This design comes from an exercise in tuning for small area, a short achievable clock period and few clock cycles per item on the open sky130 flow, not from production work.
Function was checked by simulation only, so behaviour that the tests miss may differ from the original.

`design/flow/design.v`:
```
`default_nettype none
package scpd_pkg;
    localparam logic [26:0] PART_SIZE_RESET = 27'd32768;    
    localparam logic [26:0] PART_SIZE_MAX   = 27'd67108864;
    localparam logic [60:0] TOTAL_MAX       = {61{1'b1}};
    localparam logic [1:0] KIND_PART  = 2'd1;
    localparam logic [1:0] KIND_FINAL = 2'd2;
    localparam logic [1:0] KIND_EMPTY = 2'd3;
    localparam logic [31:0] IV_A = 32'h67452301;
    localparam logic [31:0] IV_B = 32'hEFCDAB89;
    localparam logic [31:0] IV_C = 32'h98BADCFE;
    localparam logic [31:0] IV_D = 32'h10325476;
    localparam logic [31:0] IV_E = 32'hC3D2E1F0;
    localparam logic [31:0] K0 = 32'h5A827999;
    localparam logic [31:0] K1 = 32'h6ED9EBA1;
    localparam logic [31:0] K2 = 32'h8F1BBCDC;
    localparam logic [31:0] K3 = 32'hCA62C1D6;
endpackage
`default_nettype wire
`default_nettype none
module scpd_inc #(
    parameter int unsigned W = 8
) (
    input  wire logic [W-1:0] a,
    output logic [W-1:0]      y,
    output logic              co
);
    logic [W:0] c;
    always_comb begin
        c[0] = 1'b1;
        for (int i = 0; i < W; i++) begin
            if (i % 4 == 0 && i + 4 <= W) c[i+4] = c[i] & (&a[i +: 4]);
            if (i % 4 != 3 || i + 1 > W - (W % 4)) c[i+1] = c[i] & a[i];
        end
        y  = a ^ c[W-1:0];
        co = c[W];
    end
endmodule
`default_nettype wire
`default_nettype none
module sha1_cumulative_part_digest (
    input  wire logic        i_clk,
    input  wire logic        i_rst_n,
    input  wire logic        psel,
    input  wire logic        penable,
    input  wire logic        pwrite,
    input  wire logic [2:0]  paddr,
    input  wire logic [31:0] pwdata,
    output logic [31:0]      prdata,
    output logic             pready,
    input  wire logic        i_push,
    output logic             o_full,
    input  wire logic [63:0] i_data_word,
    input  wire logic [3:0]  i_bytes_valid,
    input  wire logic        i_last_of_file,
    output logic             o_empty,
    input  wire logic        i_pop,
    output logic [31:0]      o_hash_a,
    output logic [31:0]      o_hash_b,
    output logic [31:0]      o_hash_c,
    output logic [31:0]      o_hash_d,
    output logic [31:0]      o_hash_e,
    output logic [31:0]      o_part_number,
    output logic [60:0]      o_end_offset,
    output logic             o_is_final,
    output logic             o_status
);
    logic [26:0] r_psize;
    assign pready = 1'b1;
    assign prdata = paddr[2] ? 32'd0 : {5'd0, r_psize};
    always_ff @(posedge i_clk) begin
        if (!i_rst_n) begin
            r_psize <= scpd_pkg::PART_SIZE_RESET;
        end else if (psel && penable && pwrite && !paddr[2]) begin
            r_psize <= pwdata[26:0];
        end
    end
    logic [5:0]  r_c;
    logic [1:0]  r_phn;              
    logic        r_fch, r_fmaj;      
    logic        r_run;
    logic        r_c40, r_c41;       
    logic [31:0] w [16];
    logic [31:0] r_a, r_b, r_cc, r_d;
    logic [31:0] r_ekw, r_ekw1;      
    logic [31:0] h [5];
    logic        r_f;                
    logic        r_run_res, r_run_fin;
    logic [2:0]  r_wj;               
    logic        r_wfull;            
    logic        r_blk_res, r_blk_fin;
    logic        r_gact, r_gmark;    
    logic [60:0] r_total;            
    logic [31:0] r_pcount;           
    logic [1:0]  r_ckind;            
    logic        r_held, r_oshown;   
    logic [26:0] r_bcnt;             
    logic [3:0]  r_dn;               
    logic        r_dx;               
    logic        r_dr;               
    logic [1:0]  r_dk;               
    logic [3:0]  r_dnb;              
    logic       tail, wr_opp, acc_ok, accept, wr_gen, wr, is_empty, complete, load;
    logic [2:0] s;
    logic [3:0] js;
    logic [3:0] nb;
    assign tail   = r_run && (r_c >= 6'd34);
    assign s      = 3'd1 - r_c[2:0];          
    assign js     = {1'b0, r_wj} + {1'b0, s};
    assign wr_opp = !r_wfull && (js[2:0] == 3'd7) && (!r_run || tail);
    assign acc_ok = wr_opp && !r_gact && !r_dr;
    assign o_full = !acc_ok;
    assign accept = i_push && acc_ok;
    assign wr_gen = wr_opp && r_gact;
    assign wr     = accept || wr_gen;
    assign nb       = (!i_last_of_file || i_bytes_valid > 4'd8) ? 4'd8 : i_bytes_valid;
    logic        d_empty, newf, dfin, lzero, pinc;
    logic [3:0]  m;
    logic [2:0]  pb;
    logic [4:0]  lo;
    logic [60:0] live_total;
    logic [31:0] live_pcount;
    logic [27:0] bc_inc;
    logic [26:0] bsz;
    logic        part_hit;
    logic [53:0] tw_i;
    logic [31:0] pc_i;
    logic [26:0] bc_i;
    logic        tw_co, pc_co, bc_co;
    assign d_empty = (r_dn == 4'd0) && !r_dr;
    assign newf    = r_dx && !(r_gact && d_empty);
    assign dfin    = r_dr && (r_dk == scpd_pkg::KIND_FINAL);
    assign m       = r_dn + {3'd0, dfin && r_dnb[3]};
    assign pb      = (dfin && !r_dnb[3]) ? r_dnb[2:0] : 3'd0;
    assign lo      = {1'b0, r_total[6:3]} + {1'b0, m};
    scpd_inc #(.W(54)) u_inc_total (.a(r_total[60:7]), .y(tw_i), .co(tw_co));
    scpd_inc #(.W(32)) u_inc_parts (.a(r_pcount), .y(pc_i), .co(pc_co));
    scpd_inc #(.W(27)) u_inc_blocks (.a(r_bcnt), .y(bc_i), .co(bc_co));
    always_comb begin
        if (newf)              live_total = {54'd0, m, pb};
        else if (lo[4] && tw_co) live_total = scpd_pkg::TOTAL_MAX;
        else                   live_total = {lo[4] ? tw_i : r_total[60:7], lo[3:0], r_total[2:0] | pb};
    end
    assign pinc        = r_dr && (r_dk != scpd_pkg::KIND_EMPTY);
    assign live_pcount = newf ? {31'd0, pinc} : ((pinc && !pc_co) ? pc_i : r_pcount);
    assign lzero       = (r_dn == 4'd0) && (newf || (r_total == 61'd0));
    assign is_empty    = i_last_of_file && (nb == 4'd0) && lzero;
    assign bc_inc      = {bc_co, bc_i};
    always_comb begin
        if (r_psize == 27'd0)                         bsz = 27'd1;
        else if (r_psize > scpd_pkg::PART_SIZE_MAX)   bsz = scpd_pkg::PART_SIZE_MAX;
        else                                          bsz = r_psize;
    end
    assign part_hit = (bc_inc >= {1'b0, bsz});
    logic [63:0] pin, gword, wdata;
    always_comb begin
        for (int k = 0; k < 8; k++) begin
            if (!i_last_of_file || 4'(k) < nb)  pin[63-8*k -: 8] = i_data_word[63-8*k -: 8];
            else if (4'(k) == nb)               pin[63-8*k -: 8] = 8'h80;
            else                                pin[63-8*k -: 8] = 8'h00;
        end
    end
    assign gword = r_gmark ? {8'h80, 56'd0} : ((r_wj == 3'd7) ? {live_total, 3'b000} : 64'd0);
    assign wdata = r_gact ? gword : pin;
    logic res7, fin7;
    assign res7 = r_gact ? !r_gmark : (!i_last_of_file && part_hit);
    assign fin7 = r_gact && !r_gmark;
    assign complete = r_wfull || ((r_wj == 3'd7) && wr);
    assign load     = !r_run && (r_c == 6'd41) && complete && (!r_oshown || i_pop);
    logic        c41, sched, hp_sh, hq_sh;
    logic [31:0] xp, xq, ivp, ivq, sp, sq;
    logic [31:0] kn, f1, f2, t1, t2, z2, wn0, wn1;
    logic [31:0] lb [5];             
    assign c41   = r_c41;
    assign sched = r_run && (r_c < 6'd32);
    assign lb[0] = r_f ? scpd_pkg::IV_A : h[0];
    assign lb[1] = r_f ? scpd_pkg::IV_B : h[1];
    assign lb[2] = r_f ? scpd_pkg::IV_C : h[2];
    assign lb[3] = r_f ? scpd_pkg::IV_D : h[3];
    assign lb[4] = r_f ? scpd_pkg::IV_E : h[4];
    assign hp_sh = r_run && (r_c >= 6'd38) && (r_c <= 6'd40);
    assign hq_sh = r_run && (r_c >= 6'd39) && (r_c <= 6'd40);
    assign xp    = r_c40 ? r_a : {r_a[1:0], r_a[31:2]};
    assign xq    = r_c40 ? r_b : {r_b[1:0], r_b[31:2]};
    assign ivp   = (r_c == 6'd38) ? scpd_pkg::IV_E : ((r_c == 6'd39) ? scpd_pkg::IV_C : scpd_pkg::IV_A);
    assign ivq   = (r_c == 6'd39) ? scpd_pkg::IV_D : scpd_pkg::IV_B;
    assign sp    = bk_add(r_f ? ivp : h[4], xp);
    assign sq    = bk_add(r_f ? ivq : h[3], xq);
    function automatic logic [31:0] kof(input logic [1:0] ph);
        logic [31:0] k;
        unique case (ph)
            2'd0:    k = scpd_pkg::K0;
            2'd1:    k = scpd_pkg::K1;
            2'd2:    k = scpd_pkg::K2;
            default: k = scpd_pkg::K3;
        endcase
        kof = k;
    endfunction
    function automatic logic [31:0] ks_add(input logic [31:0] x, input logic [31:0] y);
        logic [31:0] g, p, gg, pp;
        g  = x & y;
        p  = x ^ y;
        gg = g;
        pp = p;
        for (int d = 1; d < 32; d = d * 2) begin
            for (int i = 31; i >= d; i--) begin
                gg[i] = gg[i] | (pp[i] & gg[i-d]);
                pp[i] = pp[i] & pp[i-d];
            end
        end
        ks_add = p ^ {gg[30:0], 1'b0};
    endfunction
    function automatic logic [31:0] bk_add(input logic [31:0] x, input logic [31:0] y);
        logic [31:0] g, p, gg, pp;
        g  = x & y;
        p  = x ^ y;
        gg = g;
        pp = p;
        for (int d = 1; d < 32; d = d * 2) begin
            for (int i = 2 * d - 1; i < 32; i = i + 2 * d) begin
                gg[i] = gg[i] | (pp[i] & gg[i-d]);
                pp[i] = pp[i] & pp[i-d];
            end
        end
        for (int d = 8; d >= 1; d = d / 2) begin
            for (int i = 3 * d - 1; i < 32; i = i + 2 * d) begin
                gg[i] = gg[i] | (pp[i] & gg[i-d]);
                pp[i] = pp[i] & pp[i-d];
            end
        end
        bk_add = p ^ {gg[30:0], 1'b0};
    endfunction
    function automatic logic [31:0] fof(input logic ch, input logic maj, input logic [31:0] x,
                                        input logic [31:0] y, input logic [31:0] z);
        logic [31:0] f;
        if (ch)       f = (x & y) | (~x & z);
        else if (maj) f = (x & y) | (x & z) | (y & z);
        else          f = x ^ y ^ z;
        fof = f;
    endfunction
    assign kn   = c41 ? scpd_pkg::K0 : kof(r_phn);
    assign f1   = fof(r_fch, r_fmaj, r_b, r_cc, r_d);
    assign f2   = fof(r_fch, r_fmaj, r_a, {r_b[1:0], r_b[31:2]}, r_cc);
    assign t1   = {r_a[26:0], r_a[31:27]} + f1 + r_ekw;
    assign z2   = f2 + r_ekw1;
    assign t2   = ks_add({t1[26:0], t1[31:27]}, z2);
    assign wn0  = {w[13][30:0] ^ w[8][30:0] ^ w[2][30:0] ^ w[0][30:0],
                   w[13][31] ^ w[8][31] ^ w[2][31] ^ w[0][31]};
    assign wn1  = {w[14][30:0] ^ w[9][30:0] ^ w[3][30:0] ^ w[1][30:0],
                   w[14][31] ^ w[9][31] ^ w[3][31] ^ w[1][31]};
    always_ff @(posedge i_clk) begin
        for (int i = 0; i < 14; i++) w[i] <= w[i+2];
        if (wr_opp) begin
            w[14] <= wdata[63:32];
            w[15] <= wdata[31:0];
        end else begin
            w[14] <= sched ? wn0 : w[0];
            w[15] <= sched ? wn1 : w[1];
        end
        if (c41) begin
            r_a  <= lb[0];
            r_b  <= lb[1];
            r_cc <= lb[2];
            r_d  <= lb[3];
        end else begin
            r_a  <= t2;
            r_b  <= t1;
            r_cc <= {r_a[1:0], r_a[31:2]};
            r_d  <= {r_b[1:0], r_b[31:2]};
        end
        r_ekw  <= (c41 ? lb[4] : r_cc) + kn + w[2];
        r_ekw1 <= (c41 ? lb[3] : {r_b[1:0], r_b[31:2]}) + kn + w[3];
        if (hp_sh) begin
            h[0] <= sp;
            h[2] <= h[0];
            h[4] <= h[2];
        end
        if (hq_sh) begin
            h[1] <= sq;
            h[3] <= h[1];
        end
    end
    logic popping, commit;
    assign popping = i_pop && r_oshown;
    assign commit  = !r_held || popping;
    always_ff @(posedge i_clk) begin
        if (!i_rst_n) begin
            r_run     <= 1'b0;
            r_c       <= 6'd34;
            r_c40     <= 1'b0;
            r_c41     <= 1'b0;
            r_phn     <= 2'd0;
            r_fch     <= 1'b1;
            r_fmaj    <= 1'b0;
            r_f       <= 1'b1;
            r_run_res <= 1'b0;
            r_run_fin <= 1'b0;
            r_wj      <= 3'd0;
            r_wfull   <= 1'b0;
            r_blk_res <= 1'b0;
            r_blk_fin <= 1'b0;
            r_gact    <= 1'b0;
            r_gmark   <= 1'b0;
            r_held    <= 1'b0;
            r_oshown  <= 1'b0;
            r_ckind   <= 2'd0;
            r_total   <= 61'd0;
            r_pcount  <= 32'd0;
            r_bcnt    <= 27'd0;
            r_dn      <= 4'd0;
            r_dx      <= 1'b0;
            r_dr      <= 1'b0;
            r_dk      <= 2'd0;
            r_dnb     <= 4'd0;
        end else begin
            r_c40 <= (r_c == 6'd39);
            r_c41 <= (r_c == 6'd40);
            if (r_run) begin
                if (r_c == 6'd40) begin
                    r_run <= 1'b0;
                    r_c   <= 6'd41;
                    r_f   <= r_run_fin;
                end else begin
                    r_c <= r_c + 6'd1;
                end
            end else if (r_c == 6'd41) begin
                if (load) begin
                    r_run <= 1'b1;
                    r_c   <= 6'd0;
                end else begin
                    r_c <= 6'd34;
                end
            end else begin
                r_c <= r_c + 6'd1;
            end
            if (load) begin
                r_phn  <= 2'd0;
                r_fch   <= 1'b1;
                r_fmaj  <= 1'b0;
            end else if (r_run) begin
                r_fch   <= (r_phn == 2'd0);
                r_fmaj  <= (r_phn == 2'd2);
                if (r_c == 6'd8 || r_c == 6'd18 || r_c == 6'd28) r_phn <= r_phn + 2'd1;
            end
            if (wr && !(accept && is_empty)) begin
                r_wj <= r_wj + 3'd1;
                if (r_wj == 3'd7) begin
                    r_blk_res <= res7;
                    r_blk_fin <= fin7;
                    if (!load) r_wfull <= 1'b1;
                end
            end
            if (load) begin
                r_wfull   <= 1'b0;
                r_run_res <= r_wfull ? r_blk_res : res7;
                r_run_fin <= r_wfull ? r_blk_fin : fin7;
            end
            if (wr_gen) begin
                r_gmark <= 1'b0;
                if (!r_gmark && r_wj == 3'd7) r_gact <= 1'b0;
            end
            if (commit) begin
                r_dn <= 4'd0;
                r_dx <= r_dr ? (r_dk != scpd_pkg::KIND_PART) : (r_dx && d_empty);
                r_dr <= 1'b0;
            end
            if (accept) begin
                if (i_last_of_file) begin
                    r_dr   <= 1'b1;
                    r_dk   <= is_empty ? scpd_pkg::KIND_EMPTY : scpd_pkg::KIND_FINAL;
                    r_dnb  <= nb;
                    r_bcnt <= 27'd0;
                    if (!is_empty) begin
                        r_gact  <= 1'b1;
                        r_gmark <= (nb == 4'd8);
                    end
                end else begin
                    r_dn <= (commit ? 4'd0 : r_dn) + 4'd1;
                    if (r_wj == 3'd7) begin
                        if (part_hit) begin
                            r_dr   <= 1'b1;
                            r_dk   <= scpd_pkg::KIND_PART;
                            r_bcnt <= 27'd0;
                        end else begin
                            r_bcnt <= bc_inc[26:0];
                        end
                    end
                end
            end
            if (popping) begin
                r_held   <= 1'b0;
                r_oshown <= 1'b0;
            end
            if (commit) begin
                r_total  <= live_total;
                r_pcount <= live_pcount;
                r_ckind  <= r_dk;
                r_held   <= r_dr;
                if (r_dr && r_dk == scpd_pkg::KIND_EMPTY) r_oshown <= 1'b1;
            end
            if (r_run && r_c == 6'd40 && r_run_res) r_oshown <= 1'b1;
        end
    end
    assign o_empty       = !r_oshown;
    assign o_status      = (r_ckind == scpd_pkg::KIND_EMPTY);
    assign o_is_final    = (r_ckind != scpd_pkg::KIND_PART);
    assign o_hash_a      = o_status ? 32'd0 : h[0];
    assign o_hash_b      = o_status ? 32'd0 : h[1];
    assign o_hash_c      = o_status ? 32'd0 : h[2];
    assign o_hash_d      = o_status ? 32'd0 : h[3];
    assign o_hash_e      = o_status ? 32'd0 : h[4];
    assign o_part_number = r_pcount;
    assign o_end_offset  = r_total;
endmodule
`default_nettype wire
```
`design/flow/flow/run.sh`:
```
#!/bin/bash
# Layout: the standard flow (standard.sh) with three changes to how cells are
# picked: synthesis leaves adders to ABC instead of mapping them onto the
# library's full- and half-adder cells (ADDER_MAP_FILE empty; registers are
# untouched), the port buffers are buf_1, the smallest buffer, and clock tree
# synthesis adds no dummy loads. make's output goes to flow_standard.log; each
# ORFS step keeps its own log under orfs/logs.
set -uo pipefail
export ADDER_MAP_FILE=
export BUFFER_PORTS_ARGS="-buffer_cell sky130_fd_sc_hd__buf_1"
export CTS_ARGS="-sink_clustering_enable -repair_clock_nets -dont_use_dummy_load -buf_list {sky130_fd_sc_hd__clkbuf_4 sky130_fd_sc_hd__clkbuf_8}"
bash standard.sh > flow_standard.log 2>&1
```
`design/flow/standard.sh`:
```
#!/bin/bash
# synth_recipe.tcl (not shown) runs the flow's synth.tcl, then flattens the netlist and writes it again
# the make line also repeats each setting of config.mk as NAME=value (left out here)
make -C /OpenROAD-flow-scripts/flow DESIGN_CONFIG=/design/flow/config.mk WORK_HOME=/design/flow/orfs CLKGATE_MAP_FILE= SYNTH_SCRIPT=/design/flow/synth_recipe.tcl "${@:-finish}"
```
`design/flow/config.mk`:
```
export PLATFORM = sky130hd
export DESIGN_NAME = sha1_cumulative_part_digest
export DESIGN_NICKNAME = sha1_cumulative_part_digest
export VERILOG_FILES = /design/flow/design.v
export SDC_FILE = /design/flow/constraint.sdc
export NUM_CORES = 4
export LEC_CHECK = 0
export ABC_AREA = 1
export CAP_MARGIN = 20
export CORE_MARGIN = 2
export CORE_UTILIZATION = 40
export CTS_BUF_LIST = sky130_fd_sc_hd__clkbuf_4 sky130_fd_sc_hd__clkbuf_8
export PLACE_DENSITY = 0.6
export SETUP_SLACK_MARGIN = 5
export SLEW_MARGIN = 20
```
`design/flow/constraint.sdc`:
```
create_clock -name core_clock -period 10.0 [get_ports {i_clk}]
set_input_delay 2.0000 -clock core_clock [delete_from_list [all_inputs] [get_ports {i_clk}]]
set_output_delay 2.0000 -clock core_clock [all_outputs]
set_load 0.01 [all_outputs]
```
==> results.sh, run 1 <==
export IMPL_ys_warnings_count=7
export IMPL_timing_rr_end="r_a[20]"
export IMPL_initial_utilization_pct=40.18
export IMPL_hold_start="w[4][24]"
export IMPL_drt_iter0_drc=4530
export IMPL_synth_top_area_cell="dfxtp_1"
export IMPL_synth_most_common_cell="nand2_1"
export IMPL_core_mm2=0.1412
export IMPL_crit_path_max_fanout=28
export IMPL_drc=0
export IMPL_ys_types=72
export IMPL_die_h_um=380.7
export IMPL_ioPinCount=401
export IMPL_drive_gt1_share_pct=6.056
export IMPL_overflow=0
export IMPL_area_delta_synth_final_pct=11.18
export IMPL_root_buffer="clkbuf_8"
export IMPL_insertion_delay_ns=0.92
export IMPL_drt_total_wl_mm=213.5
export IMPL_clkTransAtPathRegs_ns=0.06
export IMPL_rsz0062_at_grt="true"
export IMPL_status="timing/DRC/antenna clean"
export IMPL_syn_inst=8333
export IMPL_finalSetupTns_ns=0
export IMPL_die_w_um=380.7
export IMPL_cpPeakStageDelay_ns=0.43
export IMPL_port_buffers=387
export IMPL_yosysSeqAreaShare_pct=39.90
export IMPL_grt_pass1_wl_mm=312.0
export IMPL_ctsHtreeMaxLevel=4
export IMPL_grt_pass1_vias=50970
export IMPL_final_nets=8831
export IMPL_cap_violations=0
export IMPL_ant_nets=0
export IMPL_fin_crit_sh_pct=48.55
export IMPL_path_cells="clkdlybuf4s15_2, nor2_1, buf_1"
export IMPL_rr_worst_depth=26
export IMPL_cp_buffers_inverters=2
export IMPL_hold_slack_ns=0.2943
export IMPL_max_freq_mhz=206.0
export IMPL_ys_flop_type="dfxtp_1"
export IMPL_maxSlewHeadroom_pct=15.89
export IMPL_hold_buffers=0
export IMPL_reg2reg_slack_ns=5.17
export IMPL_synth_area_leaders="dfxtp_1 31%, nand2_1 16%, edfxtp_1 8.5%"
export IMPL_n_fill_cell=14777
export IMPL_grt_max_degree=129
export IMPL_place_congestion=0.9967
export IMPL_synth_common_cells="2366 x nand2_1, 1048 x inv_1, 891 x dfxtp_1"
export IMPL_min_period_ns=4.855
export IMPL_critical_path_class="in2out"
export IMPL_cpLargestDelayFamily="buffers and inverters"
export IMPL_antenna_found_initial=19
export IMPL_min_path_type="reg2reg"
export IMPL_skew_ns=0.07550
export IMPL_cp_slowest_cell="clkdlybuf4s15_2"
export IMPL_synth_edf_count=160
export IMPL_worstMarginPinSlew_ns=1.248
export IMPL_syn_area_mm2=0.05675
export IMPL_hold_viol_final=0
export IMPL_worstReg2RegStart="r_a[1]"
export IMPL_cp_required_ns=8.00
export IMPL_track_usage_pct=28.51
export IMPL_critPathArrivalTime_ns=2.85
export IMPL_setup_viol=0
export IMPL_cts_tree="yes"
export IMPL_dp_hpwl_mm=168.1
export IMPL_holdPathStages=0
export IMPL_vias=54974
export IMPL_dr_pass1_iters=9
export IMPL_cts_sinks=1051
export IMPL_cp_startpoint="paddr[2]"
export IMPL_drv_slew=0
export IMPL_ys_ff_latch=1051
export IMPL_cts_buffer_depth=3
export IMPL_die_area_mm2=0.1449
export IMPL_drt_wirelength_per_cell_um=20.12
export IMPL_syn_area_per_cell_um2=6.811
export IMPL_min_to="w[2][24]"
export IMPL_via_per_inst=5.179
export IMPL_async_reset_ff_share_pct=0
export IMPL_cp_end_kind="output pin"
export IMPL_post_synth_top_area_fraction_pct=31.43
export IMPL_cts_buffers=185
export IMPL_cp_start_kind="input pin"
export IMPL_row_count=138
## cell families (layout without fill, tap and decap cells)
kind of cell,Yosys count,after routing,synth area share [%]
compound gates,1352,1352,13.26
fa+ha+maj,7,7,0.1235
buf+inv,1373,1754,9.334
xor+xnor,510,510,7.871
flops,1051,1051,39.90
other cells,2,12,0.01323
simple gates,4038,4038,29.50
## routing by layer
layer	track usage [%]	vias up	part of all wire, %
li1	-	27241	-
met1	36.98	25386	43
met2	46.42	1940	45
met3	5.083	389	7.7
met4	12.38	18	4.5
met5	0	-	0.062
## per-stage QoR
stage          setup slack [ns]  instance area (µm²)  cells  util (%)
2_1_floorplan             5.333                56770   8337         -
3_3_place_gp              3.843                59970  10413     42.46
3_5_place_dp              3.802                59970  10413     42.46
4_1_cts                   5.005                62640  10598     44.35
5_1_grt                   4.930                63090  10611     44.67
6_report                  5.145                63100  10614     44.68
## worst max-delay path by stage
stage,slack (ns),cells after the start,endpoint
2_1_floorplan,5.33,3,prdata[10]
3_3_place_gp,3.84,27,r_ekw1[27]
3_5_place_dp,3.80,27,r_ekw1[27]
4_1_cts,5.00,30,r_a[19]
5_1_grt,4.93,28,r_a[28]
6_report,5.15,3,prdata[12]
## flip-flops by register name, indices dropped and copies added (netlist names), 3 cells and up
register and count:
h 160, r_wj 3, r_b 32, r_psize 27, r_dnb 4, r_pcount 32
r_dn 4, r_cc 32, r_bcnt 27, r_c 6, w 512, r_total 61
r_ekw1 32, r_a 32, r_ekw 32, r_d 32
## cells in the final DEF (no fill, tap or decap), types with 65 or more instances in the layout
cell type  Yosys  final
or2_2         77     77
nand3_1      497    486
a21oi_1      404    402
xnor2_1      275    275
xor2_1       235    226
nand2_1     2366   2355
nand4_1       96     96
edfxtp_1     160    160
buf_1          9    385
clkbuf_8       0    185
o21ai_0      567    556
inv_1       1048   1045
o21ai_1       64     70
o211ai_1      65     65
nor2_1       815    800
dfxtp_1      891    881
## worst register-to-register path: stages, from the launching register on
cell      delay (ns)
dfxtp_1         0.30
buf_4           0.22
inv_1           0.24
nand2_1         0.20
nand2_1         0.09
xor2_1          0.15
o21ai_2         0.24
nand2_1         0.09
nand2_1         0.16
nand3_1         0.18
nand2_2         0.22
nand2_1         0.09
nand2_2         0.19
nand2_1         0.08
nand2_1         0.25
xor2_4          0.26
nor2_1          0.10
a21boi_1        0.32
nor2_1          0.09
nor2_1          0.26
a21boi_1        0.20
nand2_1         0.19
nand2_1         0.14
nand2_1         0.06
nand2_1         0.05
nand3_1         0.27
nand2_1         0.14
## timing repair
item	CTS	global route
gates resized for setup	31	87
pin swaps	0	2
endpoints found under the setup margin	184	130
buffers inserted	0	10
## area by class of cell
class	instances	area (µm²)	share of cell area, %
Antenna cell	6	15.01	0.02379
Sequential cell	1051	22660	35.92
Multi-Input combinational cell	5913	29200	46.27
Tap cell	1890	2365	3.748
Inverter	1125	4289	6.797
Clock buffer	185	2546	4.035
Timing Repair Buffer	444	2023	3.206
Testbench counts, summed over its fixed seeds: cycles 32,966, bytes 47,624.
==> run 2: changes to the inputs <==
--- a/design/flow/design.v
+++ b/design/flow/design.v
@@ -67,7 +67,9 @@
 );
     logic [26:0] r_psize;
+    logic        r_a2;
     assign pready = 1'b1;
-    assign prdata = paddr[2] ? 32'd0 : {5'd0, r_psize};
+    assign prdata = r_a2 ? 32'd0 : {5'd0, r_psize};
     always_ff @(posedge i_clk) begin
+        r_a2 <= paddr[2];    
         if (!i_rst_n) begin
             r_psize <= scpd_pkg::PART_SIZE_RESET;
@@ -93,20 +95,18 @@
     logic [60:0] r_total;            
     logic [31:0] r_pcount;           
-    logic [1:0]  r_ckind;            
+    logic        r_cfin, r_cstat;    
     logic        r_held, r_oshown;   
     logic [26:0] r_bcnt;             
     logic [3:0]  r_dn;               
+    logic [2:0]  r_dpb;              
+    logic        r_dinc;             
     logic        r_dx;               
     logic        r_dr;               
     logic [1:0]  r_dk;               
-    logic [3:0]  r_dnb;              
-    logic       tail, wr_opp, acc_ok, accept, wr_gen, wr, is_empty, complete, load;
-    logic [2:0] s;
-    logic [3:0] js;
+    logic [2:0]  r_jc;               
+    logic        r_ok;               
+    logic       wr_opp, acc_ok, accept, wr_gen, wr, adv, is_empty, complete, load;
     logic [3:0] nb;
-    assign tail   = r_run && (r_c >= 6'd34);
-    assign s      = 3'd1 - r_c[2:0];          
-    assign js     = {1'b0, r_wj} + {1'b0, s};
-    assign wr_opp = !r_wfull && (js[2:0] == 3'd7) && (!r_run || tail);
+    assign wr_opp = !r_wfull && (r_jc == 3'd7) && r_ok;
     assign acc_ok = wr_opp && !r_gact && !r_dr;
     assign o_full = !acc_ok;
@@ -114,8 +114,7 @@
     assign wr_gen = wr_opp && r_gact;
     assign wr     = accept || wr_gen;
+    assign adv    = wr && !(accept && is_empty);    
     assign nb       = (!i_last_of_file || i_bytes_valid > 4'd8) ? 4'd8 : i_bytes_valid;
-    logic        d_empty, newf, dfin, lzero, pinc;
-    logic [3:0]  m;
-    logic [2:0]  pb;
+    logic        d_empty, newf, lzero;
     logic [4:0]  lo;
     logic [60:0] live_total;
@@ -130,18 +129,14 @@
     assign d_empty = (r_dn == 4'd0) && !r_dr;
     assign newf    = r_dx && !(r_gact && d_empty);
-    assign dfin    = r_dr && (r_dk == scpd_pkg::KIND_FINAL);
-    assign m       = r_dn + {3'd0, dfin && r_dnb[3]};
-    assign pb      = (dfin && !r_dnb[3]) ? r_dnb[2:0] : 3'd0;
-    assign lo      = {1'b0, r_total[6:3]} + {1'b0, m};
+    assign lo      = {1'b0, r_total[6:3]} + {1'b0, r_dn};
     scpd_inc #(.W(54)) u_inc_total (.a(r_total[60:7]), .y(tw_i), .co(tw_co));
     scpd_inc #(.W(32)) u_inc_parts (.a(r_pcount), .y(pc_i), .co(pc_co));
     scpd_inc #(.W(27)) u_inc_blocks (.a(r_bcnt), .y(bc_i), .co(bc_co));
     always_comb begin
-        if (newf)              live_total = {54'd0, m, pb};
+        if (newf)              live_total = {54'd0, r_dn, r_dpb};
         else if (lo[4] && tw_co) live_total = scpd_pkg::TOTAL_MAX;
-        else                   live_total = {lo[4] ? tw_i : r_total[60:7], lo[3:0], r_total[2:0] | pb};
+        else                   live_total = {lo[4] ? tw_i : r_total[60:7], lo[3:0], r_total[2:0] | r_dpb};
     end
-    assign pinc        = r_dr && (r_dk != scpd_pkg::KIND_EMPTY);
-    assign live_pcount = newf ? {31'd0, pinc} : ((pinc && !pc_co) ? pc_i : r_pcount);
+    assign live_pcount = newf ? {31'd0, r_dinc} : ((r_dinc && !pc_co) ? pc_i : r_pcount);
     assign lzero       = (r_dn == 4'd0) && (newf || (r_total == 61'd0));
     assign is_empty    = i_last_of_file && (nb == 4'd0) && lzero;
@@ -185,6 +180,6 @@
     assign ivp   = (r_c == 6'd38) ? scpd_pkg::IV_E : ((r_c == 6'd39) ? scpd_pkg::IV_C : scpd_pkg::IV_A);
     assign ivq   = (r_c == 6'd39) ? scpd_pkg::IV_D : scpd_pkg::IV_B;
-    assign sp    = bk_add(r_f ? ivp : h[4], xp);
-    assign sq    = bk_add(r_f ? ivq : h[3], xq);
+    assign sp    = (r_f ? ivp : h[4]) + xp;
+    assign sq    = (r_f ? ivq : h[3]) + xq;
     function automatic logic [31:0] kof(input logic [1:0] ph);
         logic [31:0] k;
@@ -211,24 +206,4 @@
         ks_add = p ^ {gg[30:0], 1'b0};
     endfunction
-    function automatic logic [31:0] bk_add(input logic [31:0] x, input logic [31:0] y);
-        logic [31:0] g, p, gg, pp;
-        g  = x & y;
-        p  = x ^ y;
-        gg = g;
-        pp = p;
-        for (int d = 1; d < 32; d = d * 2) begin
-            for (int i = 2 * d - 1; i < 32; i = i + 2 * d) begin
-                gg[i] = gg[i] | (pp[i] & gg[i-d]);
-                pp[i] = pp[i] & pp[i-d];
-            end
-        end
-        for (int d = 8; d >= 1; d = d / 2) begin
-            for (int i = 3 * d - 1; i < 32; i = i + 2 * d) begin
-                gg[i] = gg[i] | (pp[i] & gg[i-d]);
-                pp[i] = pp[i] & pp[i-d];
-            end
-        end
-        bk_add = p ^ {gg[30:0], 1'b0};
-    endfunction
     function automatic logic [31:0] fof(input logic ch, input logic maj, input logic [31:0] x,
                                         input logic [31:0] y, input logic [31:0] z);
@@ -281,11 +256,33 @@
         end
     end
-    logic popping, commit;
+    logic       popping, commit, run_n;
+    logic [5:0] c_n;
+    logic [2:0] wj_n;
     assign popping = i_pop && r_oshown;
-    assign commit  = !r_held || popping;
+    assign commit  = !r_held;
+    always_comb begin
+        c_n   = r_c + 6'd1;
+        run_n = r_run;
+        if (r_run) begin
+            if (r_c == 6'd40) begin
+                run_n = 1'b0;
+                c_n   = 6'd41;
+            end
+        end else if (r_c == 6'd41) begin
+            if (load) begin
+                run_n = 1'b1;
+                c_n   = 6'd0;
+            end else begin
+                c_n = 6'd34;
+            end
+        end
+        wj_n = r_wj + {2'd0, adv};
+    end
     always_ff @(posedge i_clk) begin
         if (!i_rst_n) begin
             r_run     <= 1'b0;
             r_c       <= 6'd34;
+            r_jc      <= 3'd7;
+            r_ok      <= 1'b1;
             r_c40     <= 1'b0;
             r_c41     <= 1'b0;
@@ -304,5 +301,6 @@
             r_held    <= 1'b0;
             r_oshown  <= 1'b0;
-            r_ckind   <= 2'd0;
+            r_cfin    <= 1'b0;
+            r_cstat   <= 1'b0;
             r_total   <= 61'd0;
             r_pcount  <= 32'd0;
@@ -312,26 +310,14 @@
             r_dr      <= 1'b0;
             r_dk      <= 2'd0;
-            r_dnb     <= 4'd0;
+            r_dpb     <= 3'd0;
+            r_dinc    <= 1'b0;
         end else begin
             r_c40 <= (r_c == 6'd39);
             r_c41 <= (r_c == 6'd40);
-            if (r_run) begin
-                if (r_c == 6'd40) begin
-                    r_run <= 1'b0;
-                    r_c   <= 6'd41;
-                    r_f   <= r_run_fin;
-                end else begin
-                    r_c <= r_c + 6'd1;
-                end
-            end else if (r_c == 6'd41) begin
-                if (load) begin
-                    r_run <= 1'b1;
-                    r_c   <= 6'd0;
-                end else begin
-                    r_c <= 6'd34;
-                end
-            end else begin
-                r_c <= r_c + 6'd1;
-            end
+            r_c   <= c_n;
+            r_run <= run_n;
+            r_jc  <= wj_n + 3'd1 - c_n[2:0];
+            r_ok  <= !run_n || (c_n >= 6'd34);
+            if (r_run && r_c == 6'd40) r_f <= r_run_fin;
             if (load) begin
                 r_phn  <= 2'd0;
@@ -343,6 +329,6 @@
                 if (r_c == 6'd8 || r_c == 6'd18 || r_c == 6'd28) r_phn <= r_phn + 2'd1;
             end
-            if (wr && !(accept && is_empty)) begin
-                r_wj <= r_wj + 3'd1;
+            r_wj <= wj_n;
+            if (adv) begin
                 if (r_wj == 3'd7) begin
                     r_blk_res <= res7;
@@ -361,7 +347,9 @@
             end
             if (commit) begin
-                r_dn <= 4'd0;
-                r_dx <= r_dr ? (r_dk != scpd_pkg::KIND_PART) : (r_dx && d_empty);
-                r_dr <= 1'b0;
+                r_dn   <= 4'd0;
+                r_dpb  <= 3'd0;
+                r_dinc <= 1'b0;
+                r_dx   <= r_dr ? (r_dk != scpd_pkg::KIND_PART) : (r_dx && d_empty);
+                r_dr   <= 1'b0;
             end
             if (accept) begin
@@ -369,5 +357,7 @@
                     r_dr   <= 1'b1;
                     r_dk   <= is_empty ? scpd_pkg::KIND_EMPTY : scpd_pkg::KIND_FINAL;
-                    r_dnb  <= nb;
+                    r_dn   <= (commit ? 4'd0 : r_dn) + {3'd0, nb[3]};
+                    r_dpb  <= nb[3] ? 3'd0 : nb[2:0];
+                    r_dinc <= !is_empty;
                     r_bcnt <= 27'd0;
                     if (!is_empty) begin
@@ -381,4 +371,5 @@
                             r_dr   <= 1'b1;
                             r_dk   <= scpd_pkg::KIND_PART;
+                            r_dinc <= 1'b1;
                             r_bcnt <= 27'd0;
                         end else begin
@@ -395,5 +386,6 @@
                 r_total  <= live_total;
                 r_pcount <= live_pcount;
-                r_ckind  <= r_dk;
+                r_cfin   <= (r_dk != scpd_pkg::KIND_PART);
+                r_cstat  <= (r_dk == scpd_pkg::KIND_EMPTY);
                 r_held   <= r_dr;
                 if (r_dr && r_dk == scpd_pkg::KIND_EMPTY) r_oshown <= 1'b1;
@@ -403,6 +395,6 @@
     end
     assign o_empty       = !r_oshown;
-    assign o_status      = (r_ckind == scpd_pkg::KIND_EMPTY);
-    assign o_is_final    = (r_ckind != scpd_pkg::KIND_PART);
+    assign o_status      = r_cstat;
+    assign o_is_final    = r_cfin;
     assign o_hash_a      = o_status ? 32'd0 : h[0];
     assign o_hash_b      = o_status ? 32'd0 : h[1];
==> design/flow/flow/run.sh (replaced) <==
#!/bin/bash
# Layout: the standard flow (standard.sh) with three changes to how cells are
# picked: synthesis leaves adders to ABC instead of mapping them onto the
# library's full- and half-adder cells (ADDER_MAP_FILE empty; registers are
# untouched), the port buffers are buf_1, the smallest buffer, and clock tree
# synthesis adds no dummy loads and uses clkbuf_4 only. make's output goes to flow_standard.log; each
# ORFS step keeps its own log under orfs/logs.
set -uo pipefail
export ADDER_MAP_FILE=
export BUFFER_PORTS_ARGS="-buffer_cell sky130_fd_sc_hd__buf_1"
export CTS_ARGS="-sink_clustering_enable -repair_clock_nets -dont_use_dummy_load -buf_list {sky130_fd_sc_hd__clkbuf_4}"
bash standard.sh > flow_standard.log 2>&1
==> run 2 against run 1 <==
Clock skew up 0.030 ns. Design area up 0.56%. Hold slack worse by 0.057 ns. Via count up 3.1%. Synthesized cell count up 0.16%. Die area up 0.97%. Register-to-register slack about the same. Non-clock buffer count up 3. Utilization about the same.
==> results.sh, run 2 <==
export IMPL_cts_buffers=307
export IMPL_endpoint="h[0][28]"
export IMPL_async_reset_ff_share_pct=0
export IMPL_cts_buffer_depth=4
export IMPL_cp_required_ns=10.98
export IMPL_worstReg2RegStart="r_f"
export IMPL_core_mm2=0.1419
export IMPL_cp_start_kind="flip-flop"
export IMPL_cts_tree="yes"
export IMPL_worstMarginPinSlew_ns=1.153
export IMPL_timing_rr_end="h[0][28]"
export IMPL_status="timing/DRC/antenna clean"
export IMPL_drc=0
export IMPL_synth_top_area_cell="dfxtp_1"
export IMPL_initial_utilization_pct=40.38
export IMPL_largest_register_ffs=512
export IMPL_grt_pass1_wl_mm=333.3
export IMPL_rsz0062_at_grt="true"
export IMPL_maxSlewHeadroom_pct=22.81
export IMPL_cpMostUsedCell="nand2_1"
export IMPL_die_w_um=382.5
export IMPL_syn_area_per_cell_um2=6.867
export IMPL_critical_path_class="reg2reg"
export IMPL_finish_utilization_pct=44.71
export IMPL_row_count=138
export IMPL_die_h_um=382.5
export IMPL_max_freq_mhz=207.5
export IMPL_synth_area_leaders="dfxtp_1 31%, nand2_1 15%, edfxtp_1 8.4%"
export IMPL_final_cell_mix="2287 x nand2_1, 974 x inv_1, 865 x dfxtp_1, 840 x nor2_1, 468 x o21ai_0"
export IMPL_drt_wirelength_per_cell_um=21.56
export IMPL_syn_area_mm2=0.05731
export IMPL_antenna_found_initial=15
export IMPL_die_area_mm2=0.1463
export IMPL_grt_pass1_vias=52791
export IMPL_crit_path_max_fanout=69
export IMPL_clkTransAtPathRegs_ns=0.07
export IMPL_root_buffer="clkbuf_4"
export IMPL_cp_buffers_inverters=5
export IMPL_grt_max_degree=117
export IMPL_port_buffers=387
export IMPL_cpLargestDelayFamily="simple AND/OR/NAND/NOR gates"
export IMPL_rr_worst_depth=26
export IMPL_yosysSeqAreaShare_pct=39.68
export IMPL_min_path_type="reg2reg"
export IMPL_reg_top3="w x512, h x160, r_total x61"
export IMPL_synth_edf_count=160
export IMPL_critPathArrivalTime_ns=5.80
export IMPL_dp_hpwl_mm=182.4
export IMPL_cp_startpoint="r_f"
export IMPL_finalSetupTns_ns=0
export IMPL_overflow=0
export IMPL_cp_end_kind="flip-flop"
export IMPL_hold_viol_final=0
export IMPL_ys_types=71
export IMPL_place_congestion=0.9848
export IMPL_cp_slowest_cell="a31oi_1"
export IMPL_worst_path_stages=26
export IMPL_ioPinCount=401
export IMPL_dr_pass1_iters=6
export IMPL_largest_register="w"
export IMPL_pre_cts_ws_ns=4.121
export IMPL_holdPathStages=0
export IMPL_syn_inst=8346
export IMPL_drt_total_wl_mm=231.9
export IMPL_via_per_inst=5.269
export IMPL_ant_nets=0
export IMPL_track_usage_pct=30.76
export IMPL_post_synth_top_area_fraction_pct=31.30
export IMPL_final_common_cell="nand2_1"
export IMPL_ys_flop_type="dfxtp_1"
export IMPL_synth_common_cells="2300 x nand2_1, 977 x inv_1, 896 x dfxtp_1"
export IMPL_insertion_delay_ns=1.28
export IMPL_drv_slew=0
export IMPL_area_delta_synth_final_pct=10.72
export IMPL_drt_iter0_drc=4774
export IMPL_ys_ff_latch=1056
export IMPL_drive_gt1_share_pct=8.632
export IMPL_setup_viol=0
export IMPL_cpPeakStageDelay_ns=0.44
export IMPL_reg2reg_slack_ns=5.18
export IMPL_setup_ws_ns=5.181
export IMPL_ys_warnings_count=7
export IMPL_cap_violations=0
export IMPL_fin_crit_sh_pct=48.19
export IMPL_min_period_ns=4.819
export IMPL_final_nets=8975
export IMPL_ctsHtreeMaxLevel=5
export IMPL_skew_ns=0.1054
export IMPL_cts_sinks=1056
export IMPL_vias=56691
export IMPL_hold_slack_ns=0.2377
export IMPL_synth_most_common_cell="nand2_1"
==> run 2: changes by cell type after synthesis, sizes merged, moves of 10 or more <==
cell / delta
or2: -17
xnor2: +16
o21ai: -37
buf: +16
nand2: -54
nor2: +56
nand3: -33
a22oi: +11
xor2: -14
clkinv: +10
clkbuf: -22
o211ai: +58
==> run 2: per-layer routing <==
layer / part of all wire [%] / vias up / GRT usage (%)
met4: 4.5 / 12 / 13.65
met2: 45 / 2215 / 48.99
met1: 43 / 26310 / 40.45
met3: 7.7 / 411 / 5.774
met5: 0.032 / - / 0
li1: - / 27743 / -
==> run 2: worst min path at each step <==
| stage | slack [ns] | from | endpoint |
|---|---|---|---|
| global placement | 0.31 | w[11][7] | w[9][7] |
| finish | 0.24 | w[12][23] | w[10][23] |
| global route | 0.25 | w[12][23] | w[10][23] |
| CTS | 0.22 | w[12][23] | w[10][23] |
| detailed placement | 0.31 | w[12][14] | w[10][14] |
| floorplan | 0.31 | w[12][0] | w[10][0] |
==> run 2: cells by family after synthesis <==
logic type	Yosys count	synth area share (%)
compound gates	1403	14.03
other cells	2	0.01310
simple gates	3991	29.00
buf+inv	1376	9.355
flops	1056	39.68
fa+ha+maj	6	0.1048
xor+xnor	512	7.825
==> run 2: area by class of cell <==
type                            count  area (µm²)
Tap cell                         1890        2365
Fill cell                       15030       78480
Multi-Input combinational cell   5918       29610
Clock buffer                      307        2305
Sequential cell                  1056       22800
Timing Repair Buffer              447        2068
Antenna cell                        7       17.52
Inverter                         1134        4287
==> run 2: worst register-to-register path, stage by stage, from the launching register on <==
cell	delay [ns]
dfxtp_4	0.36
inv_2	0.18
buf_12	0.35
nor2_2	0.18
buf_4	0.24
inv_2	0.37
nand2_1	0.15
nor2_1	0.18
inv_1	0.06
nand2_1	0.11
nor2_1	0.05
nand2_1	0.06
nand2_1	0.08
nand2_1	0.07
nand2_1	0.09
nand2_1	0.11
nand2_1	0.12
nand2_1	0.09
nand2_1	0.24
a31oi_1	0.45
o21ai_1	0.18
a31oi_1	0.38
o21ai_1	0.20
nand2_1	0.12
nand2_1	0.05
nand2_1	0.06
nand2_1	0.07
==> run 2: what timing repair did <==
item                                    CTS  global route
endpoints found under the setup margin  146            42
hold buffers                              0             0
gates resized for setup                  38            90
pin swaps                                 0             0
cloned                                    0             1
buffers inserted                          5            11
==> run 2: metrics by stage <==
step	cells	instance area (µm²)
after global placement	10427	60450
after CTS	10740	63010
after detailed placement	10428	60450
final	10759	63450
after floorplan	8350	57330
after global routing	10756	63440
Testbench counts of run 2, summed over its fixed seeds: cycles 32,966, bytes 47,624.
==> run 3: changes to the inputs <==
--- a/design/flow/design.v
+++ b/design/flow/design.v
@@ -180,6 +180,6 @@
     assign ivp   = (r_c == 6'd38) ? scpd_pkg::IV_E : ((r_c == 6'd39) ? scpd_pkg::IV_C : scpd_pkg::IV_A);
     assign ivq   = (r_c == 6'd39) ? scpd_pkg::IV_D : scpd_pkg::IV_B;
-    assign sp    = (r_f ? ivp : h[4]) + xp;
-    assign sq    = (r_f ? ivq : h[3]) + xq;
+    assign sp    = bk_add(r_f ? ivp : h[4], xp);
+    assign sq    = bk_add(r_f ? ivq : h[3], xq);
     function automatic logic [31:0] kof(input logic [1:0] ph);
         logic [31:0] k;
@@ -206,4 +206,28 @@
         ks_add = p ^ {gg[30:0], 1'b0};
     endfunction
+    function automatic logic [31:0] bk_add(input logic [31:0] x, input logic [31:0] y);
+        logic [31:0] g, p, gg, pp;
+        g  = x & y;
+        p  = x ^ y;
+        gg = g;
+        pp = p;
+        for (int d = 1; d < 32; d = d * 2) begin
+            for (int i = 2 * d - 1; i < 32; i = i + 2 * d) begin
+                gg[i] = gg[i] | (pp[i] & gg[i-d]);
+                pp[i] = pp[i] & pp[i-d];
+            end
+        end
+        for (int d = 8; d >= 1; d = d / 2) begin
+            for (int i = 3 * d - 1; i < 32; i = i + 2 * d) begin
+                gg[i] = gg[i] | (pp[i] & gg[i-d]);
+                pp[i] = pp[i] & pp[i-d];
+            end
+        end
+        bk_add = p ^ {gg[30:0], 1'b0};
+    endfunction
+    function automatic logic [31:0] bk_add3(input logic [31:0] x, input logic [31:0] y,
+                                            input logic [31:0] z);
+        bk_add3 = bk_add(x ^ y ^ z, {(x[30:0] & y[30:0]) | (x[30:0] & z[30:0]) | (y[30:0] & z[30:0]), 1'b0});
+    endfunction
     function automatic logic [31:0] fof(input logic ch, input logic maj, input logic [31:0] x,
                                         input logic [31:0] y, input logic [31:0] z);
@@ -244,6 +268,6 @@
             r_d  <= {r_b[1:0], r_b[31:2]};
         end
-        r_ekw  <= (c41 ? lb[4] : r_cc) + kn + w[2];
-        r_ekw1 <= (c41 ? lb[3] : {r_b[1:0], r_b[31:2]}) + kn + w[3];
+        r_ekw  <= bk_add3(c41 ? lb[4] : r_cc, kn, w[2]);
+        r_ekw1 <= bk_add3(c41 ? lb[3] : {r_b[1:0], r_b[31:2]}, kn, w[3]);
         if (hp_sh) begin
             h[0] <= sp;
==> run 3 against run 2 <==
Clock skew up 0.058 ns. Utilization decreased by 0.15 points. Count of clock-buffer cells in the layout decreased by 6. Via count down 3.5%. Setup slack better by 0.034 ns. Synthesized cell count shrank 3.3%. Sequential cell count unchanged. Critical endpoint is now o_full.
==> results.sh, run 3 <==
export IMPL_critPathArrivalTime_ns=2.78
export IMPL_clkTransAtPathRegs_ns=0.06
export IMPL_cts_buffers=301
export IMPL_die_area_mm2=0.1431
export IMPL_ys_warnings_count=7
export IMPL_reg_top3="w x512, h x160, r_total x61"
export IMPL_drc=0
export IMPL_finish_utilization_pct=44.56
export IMPL_via_per_inst=5.224
export IMPL_drt_wirelength_per_cell_um=20.65
export IMPL_post_synth_top_area_fraction_pct=32.01
export IMPL_yosysSeqAreaShare_pct=40.59
export IMPL_drv_slew=0
export IMPL_cp_required_ns=8.00
export IMPL_drt_total_wl_mm=216.2
export IMPL_initial_utilization_pct=40.25
export IMPL_min_path_type="reg2reg"
export IMPL_drive_gt1_share_pct=7.140
export IMPL_crit_path_max_fanout=68
export IMPL_largest_register_ffs=512
export IMPL_synth_common_cells="2282 x nand2_1, 1082 x inv_1, 896 x dfxtp_1"
export IMPL_ioPinCount=401
export IMPL_grt_pass1_vias=50702
export IMPL_cp_start_kind="flip-flop"
export IMPL_ant_nets=0
export IMPL_skew_ns=0.1637
export IMPL_drt_iter0_drc=4686
export IMPL_synth_area_leaders="dfxtp_1 32%, nand2_1 15%, edfxtp_1 8.6%"
export IMPL_cts_sinks=1056
export IMPL_syn_area_per_cell_um2=6.944
export IMPL_ctsHtreeMaxLevel=5
export IMPL_row_count=137
export IMPL_status="timing/DRC/antenna clean"
export IMPL_worstMarginPinSlew_ns=1.153
export IMPL_synth_edf_count=160
export IMPL_syn_inst=8069
export IMPL_cap_violations=0
export IMPL_synth_most_common_cell="nand2_1"
export IMPL_maxSlewHeadroom_pct=22.35
export IMPL_port_buffers=387
export IMPL_largest_register="w"
export IMPL_final_cell_mix="2273 x nand2_1, 1077 x inv_1, 864 x dfxtp_1, 739 x nor2_1, 548 x o21ai_0"
export IMPL_ys_ff_latch=1056
export IMPL_finalSetupTns_ns=0
export IMPL_insertion_delay_ns=1.32
export IMPL_track_usage_pct=29.42
export IMPL_min_period_ns=4.784
export IMPL_area_delta_synth_final_pct=10.68
export IMPL_holdPathStages=0
export IMPL_ys_flop_type="dfxtp_1"
export IMPL_grt_pass1_wl_mm=313.7
export IMPL_grt_max_degree=113
export IMPL_critical_path_class="reg2out"
export IMPL_final_common_cell="nand2_1"
export IMPL_async_reset_ff_share_pct=0
export IMPL_final_nets=8698
export IMPL_place_congestion=1.020
export IMPL_dp_hpwl_mm=168.0
export IMPL_dr_pass1_iters=7
export IMPL_hold_slack_ns=0.2525
export IMPL_die_h_um=378.3
export IMPL_max_freq_mhz=209.0
export IMPL_rr_worst_depth=31
export IMPL_antenna_found_initial=12
export IMPL_vias=54705
export IMPL_n_fill_cell=14681
export IMPL_root_buffer="clkbuf_4"
export IMPL_rsz0062_at_grt="false"
export IMPL_ys_types=71
export IMPL_syn_area_mm2=0.05603
export IMPL_hold_viol_final=0
export IMPL_cts_tree="yes"
export IMPL_die_w_um=378.3
export IMPL_overflow=0
export IMPL_fin_crit_sh_pct=47.84
export IMPL_synth_top_area_cell="dfxtp_1"
export IMPL_core_mm2=0.1392
export IMPL_cp_end_kind="output pin"
export IMPL_cts_buffer_depth=4
export IMPL_setup_viol=0
[run 3: worst paths after layout]
kind                 start        to  slack (ns)
setup / recovery   r_wfull    o_full        5.22
hold / removal    w[5][19]  w[3][19]        0.25
setup reg to reg    r_b[1]   r_a[18]        5.31
hold reg to reg   w[5][19]  w[3][19]        0.25
[run 3: cells by family after synthesis]
group           after synthesis  synth area share [%]
compound gates             1311                 13.40
xor+xnor                    512                 8.003
fa+ha+maj                     7                0.1273
buf+inv                    1346                 9.397
flops                      1056                 40.59
other cells                   2               0.01340
simple gates               3835                 28.47
[run 3: cell type report]
type	count	area, µm²	area share [%]
multi-input cells	5671	28280	45.60
flip-flops and latches	1056	22800	36.76
clock buffers	301	2260	3.644
repair inverters	1	8.758	0.01412
repair buffers	453	2111	3.404
inverters	1103	4183	6.745
diodes	11	27.53	0.04439
well taps	1876	2347	3.785
[run 3: routing by layer]
layer,up-vias,wire (µm),global-route usage (%)
met3,369,17730,6.059
met2,2181,92840,44.88
li1,26837,-,-
met1,25312,95820,39.92
met5,-,41,0
met4,6,9794,13.22
[run 3: stage by stage]
step | area [µm²] | setup slack (ns) | std cells
after floorplan | 56050 | 5.387 | 8073
after global placement | 59160 | 4.372 | 10141
after detailed placement | 59160 | 4.365 | 10141
after CTS | 61580 | 4.982 | 10450
after global routing | 62010 | 5.005 | 10470
final | 62020 | 5.216 | 10472
[run 3: repair_timing]
action / in CTS / in global routing
gates cloned: 0 / 1
pin swaps: 3 / 3
gates resized for setup: 22 / 90
hold buffers: 0 / 0
setup buffers: 8 / 10
setup endpoints to repair: 128 / 71
[run 3: critical path, cell delays in order (launching register included)]
cell and delay (ns):
dfxtp_1 0.32, inv_1 0.15, nand3_2 0.12, buf_12 0.19, nor2_4 0.16, buf_12 0.24, nand2_1 0.08, buf_1 0.16
Testbench counts of run 3, summed over its fixed seeds: cycles 32,966, bytes 47,624.
==> run 4: changes to the inputs <==
==> design/flow/flow/run.sh (replaced) <==
#!/bin/bash
# Layout: the standard flow (standard.sh) with changes to how cells are
# picked and how hard timing is repaired: synthesis leaves adders to ABC instead
# of mapping them onto the library's full- and half-adder cells (ADDER_MAP_FILE
# empty; registers are untouched), the port buffers are buf_1, the smallest
# buffer, clock tree synthesis uses clkbuf_4 and adds no dummy loads, and the
# setup repair aims at 6 ns of slack. make's output goes to flow_standard.log;
# each ORFS step keeps its own log under orfs/logs.
set -uo pipefail
export ADDER_MAP_FILE=
export BUFFER_PORTS_ARGS="-buffer_cell sky130_fd_sc_hd__buf_1"
export CTS_ARGS="-sink_clustering_enable -repair_clock_nets -dont_use_dummy_load -buf_list {sky130_fd_sc_hd__clkbuf_4}"
bash standard.sh SETUP_SLACK_MARGIN=6 finish > flow_standard.log 2>&1
--- a/design/flow/config.mk
+++ b/design/flow/config.mk
@@ -10,6 +10,4 @@
 export CORE_MARGIN = 2
 export CORE_UTILIZATION = 40
-export CTS_BUF_LIST = sky130_fd_sc_hd__clkbuf_4 sky130_fd_sc_hd__clkbuf_8
 export PLACE_DENSITY = 0.6
-export SETUP_SLACK_MARGIN = 5
 export SLEW_MARGIN = 20
==> run 4 against run 3 <==
Count of clock-buffer cells in the layout up 1. Critical path depth down 3. Register-to-register slack better by 0.77 ns. Critical path type unchanged.
==> results.sh, run 4 <==
export IMPL_status="timing/DRC/antenna clean"
export IMPL_row_count=137
export IMPL_ys_warnings_count=7
export IMPL_drt_wirelength_per_cell_um=21.44
export IMPL_grt_pass1_wl_mm=322.2
export IMPL_syn_inst=8069
export IMPL_worstMarginPinSlew_ns=1.087
export IMPL_min_to="w[2][30]"
export IMPL_initial_utilization_pct=40.25
export IMPL_drt_total_wl_mm=229.2
export IMPL_dp_hpwl_mm=167.6
export IMPL_rsz0062_at_grt="true"
export IMPL_rr_worst_depth=28
export IMPL_crit_path_max_fanout=21
export IMPL_setup_viol=0
export IMPL_root_buffer="clkbuf_4"
export IMPL_die_area_mm2=0.1431
export IMPL_drv_slew=0
export IMPL_antenna_found_initial=15
export IMPL_async_reset_ff_share_pct=0
export IMPL_largest_register="w"
export IMPL_cts_sinks=1056
export IMPL_path_cells="buf_12, buf_16, nor2_4, buf_2"
export IMPL_ioPinCount=401
export IMPL_synth_most_common_cell="nand2_1"
export IMPL_maxSlewHeadroom_pct=26.58
export IMPL_skew_ns=0.1329
export IMPL_drc=0
export IMPL_cts_tree="yes"
export IMPL_reg_top3="w x512, h x160, r_total x61"
export IMPL_yosysSeqAreaShare_pct=40.59
export IMPL_die_w_um=378.3
export IMPL_via_per_inst=5.298
export IMPL_max_freq_mhz=230.3
export IMPL_area_delta_synth_final_pct=22.52
export IMPL_pre_cts_ws_ns=4.350
export IMPL_place_congestion=1.024
export IMPL_setup_ws_ns=5.658
export IMPL_syn_area_per_cell_um2=6.944
export IMPL_min_period_ns=4.342
export IMPL_cpPeakStageDelay_ns=0.39
export IMPL_finalSetupTns_ns=0
export IMPL_vias=56642
export IMPL_synth_common_cells="2282 x nand2_1, 1082 x inv_1, 896 x dfxtp_1"
export IMPL_hold_viol_final=0
export IMPL_critPathArrivalTime_ns=2.34
export IMPL_synth_area_leaders="dfxtp_1 32%, nand2_1 15%, edfxtp_1 8.6%"
export IMPL_grt_max_degree=113
export IMPL_ant_nets=0
export IMPL_holdPathStages=0
export IMPL_synth_edf_count=160
export IMPL_post_synth_top_area_fraction_pct=32.01
export IMPL_cp_end_kind="output pin"
export IMPL_cp_slowest_cell="dfxtp_4"
export IMPL_cts_buffer_depth=4
export IMPL_worstReg2RegStart="r_c[0]"
export IMPL_final_nets=8912
export IMPL_ys_ff_latch=1056
export IMPL_cp_start_kind="flip-flop"
export IMPL_syn_area_mm2=0.05603
export IMPL_timing_rr_end="h[0][31]"
export IMPL_final_common_cell="nand2_1"
export IMPL_ctsHtreeMaxLevel=5
export IMPL_largest_register_ffs=512
export IMPL_die_h_um=378.3
export IMPL_clkTransAtPathRegs_ns=0.07
export IMPL_insertion_delay_ns=1.28
export IMPL_synth_top_area_cell="dfxtp_1"
export IMPL_grt_pass1_vias=51659
export IMPL_dr_pass1_iters=6
export IMPL_final_area_mm2=0.06865
export IMPL_final_cell_mix="1978 x nand2_1, 1021 x inv_1, 769 x dfxtp_1, 583 x nor2_1, 504 x o21ai_0"
export IMPL_reg2reg_slack_ns=6.08
export IMPL_track_usage_pct=30.36
export IMPL_drt_iter0_drc=5199
export IMPL_ys_types=71
export IMPL_cts_buffers=302
export IMPL_placed_area_mm2=0.05916
export IMPL_overflow=0
export IMPL_min_path_type="reg2reg"
export IMPL_hold_start="w[4][30]"
export IMPL_ys_flop_type="dfxtp_1"
export IMPL_port_buffers=387
export IMPL_fin_crit_sh_pct=43.42
export IMPL_critical_path_class="reg2out"
export IMPL_cap_violations=0
export IMPL_core_mm2=0.1392
export IMPL_cp_required_ns=8.00
export IMPL_drive_gt1_share_pct=20.16
run 4: cell count changes in the layout (fill, tap and decap cells not counted), sizes merged:
cell,before,now
clkinvlp,3,22
clkinv,7,10
buf,452,618
inv,1094,1077
diode,11,16
clkbuf,302,342
bufbuf,0,2
bufinv,0,1
run 4: stage by stage:
| step | instances | hold slack [ns] | util, % |
|---|---|---|---|
| 3_5_place_dp | 10140 | 0.3121 | 42.50 |
| 3_3_place_gp | 10140 | 0.3096 | 42.50 |
| 4_1_cts | 10513 | 0.2716 | 45.98 |
| 2_1_floorplan | 8073 | 0.3096 | - |
| 6_report | 10691 | 0.2750 | 49.32 |
| 5_1_grt | 10686 | 0.2722 | 49.31 |
run 4: final cells by class:
| class | count | area (µm²) |
|---|---|---|
| Inverter | 1103 | 4309 |
| Tap cell | 1876 | 2347 |
| Timing Repair Buffer | 660 | 4651 |
| Clock buffer | 302 | 2267 |
| Timing Repair inverter | 7 | 116.4 |
| Multi-Input combinational cell | 5671 | 31880 |
| Antenna cell | 16 | 40.04 |
| Fill cell | 14089 | 70540 |
| Sequential cell | 1056 | 23040 |
run 4: cells by family (layout without fill, tap and decap cells):
logic type / count (synthesis) / in the layout / synth area share, %
buffers and inverters: 1346 / 2072 / 9.397
adder cells (fa/ha/maj): 7 / 7 / 0.1273
AO/OA/AOI/OAI: 1311 / 1311 / 13.40
flip-flops: 1056 / 1056 / 40.59
other: 2 / 22 / 0.01340
XOR/XNOR: 512 / 512 / 8.003
AND/OR/NAND/NOR: 3835 / 3835 / 28.47
run 4: repair_timing:
action / CTS / global route
setup buffers: 63 / 149
pin swaps: 51 / 180
gates resized for setup: 606 / 920
setup endpoints to repair: 386 / 330
hold buffers: 0 / 0
gates cloned: 8 / 13
endpoints found under the hold margin: 0 / 0
run 4: worst max-delay path by stage:
stage / end / depth (start not counted) / start / slack (ns)
floorplan: r_jc[2] / 16 / i_last_of_file / 6.08
global placement: r_a[15] / 25 / r_fch / 4.38
detailed placement: r_a[15] / 25 / r_fch / 4.35
CTS: o_hash_b[13] / 4 / r_cstat / 5.54
global route: o_hash_b[3] / 4 / r_cstat / 5.56
finish: o_hash_e[1] / 4 / r_cstat / 5.66
run 4: worst max-delay path, delay by kind of cell (launching register included):
kind	cells	cell delay, ns
buf+inv	3	0.50
flops	1	0.39
simple gates	1	0.14
run 4: layer usage:
layer	vias to the layer above	part of all wire [%]	global-route usage, %
li1	27272	-	-
met1	26498	42	40.83
met2	2371	43	46.78
met3	491	8.5	5.605
met4	10	5.5	14.68
met5	-	0.097	0

[what the ideal ports hide]
The results above use ideal ports. As a check the final layouts listed here were re-extracted and re-timed, cells and wires unchanged. Step 1 assumes that a clkbuf_16 drives the clock port and a buf_2 every other input. Step 2 also shifts input and output timing later by t, the mid clock arrival at the registers, as if the neighbouring blocks saw the same clock. Slacks: no drivers / after step 1 / after step 2; pairs: no drivers / after step 1.
run	t, ns	setup slack, ns	clock arrival spread, ns	worst register clock-pin slew, ns	cell pins on the clock port's net
run 1	0.952	5.145 / 5.111 / 4.497	0.096 / 0.096	0.06 / 0.06	1
run 2	1.307	5.181 / 5.144 / 4.229	0.108 / 0.108	0.08 / 0.08	1
run 3	1.310	5.216 / 5.142 / 4.664	0.164 / 0.163	0.07 / 0.07	1
run 4	1.291	5.658 / 5.582 / 4.974	0.138 / 0.138	0.07 / 0.07	1
After both steps setup and hold are still met in every run listed. The setup slack of run 2, which loses most, moves by -0.037 ns with the drivers and by -0.952 ns with both steps.
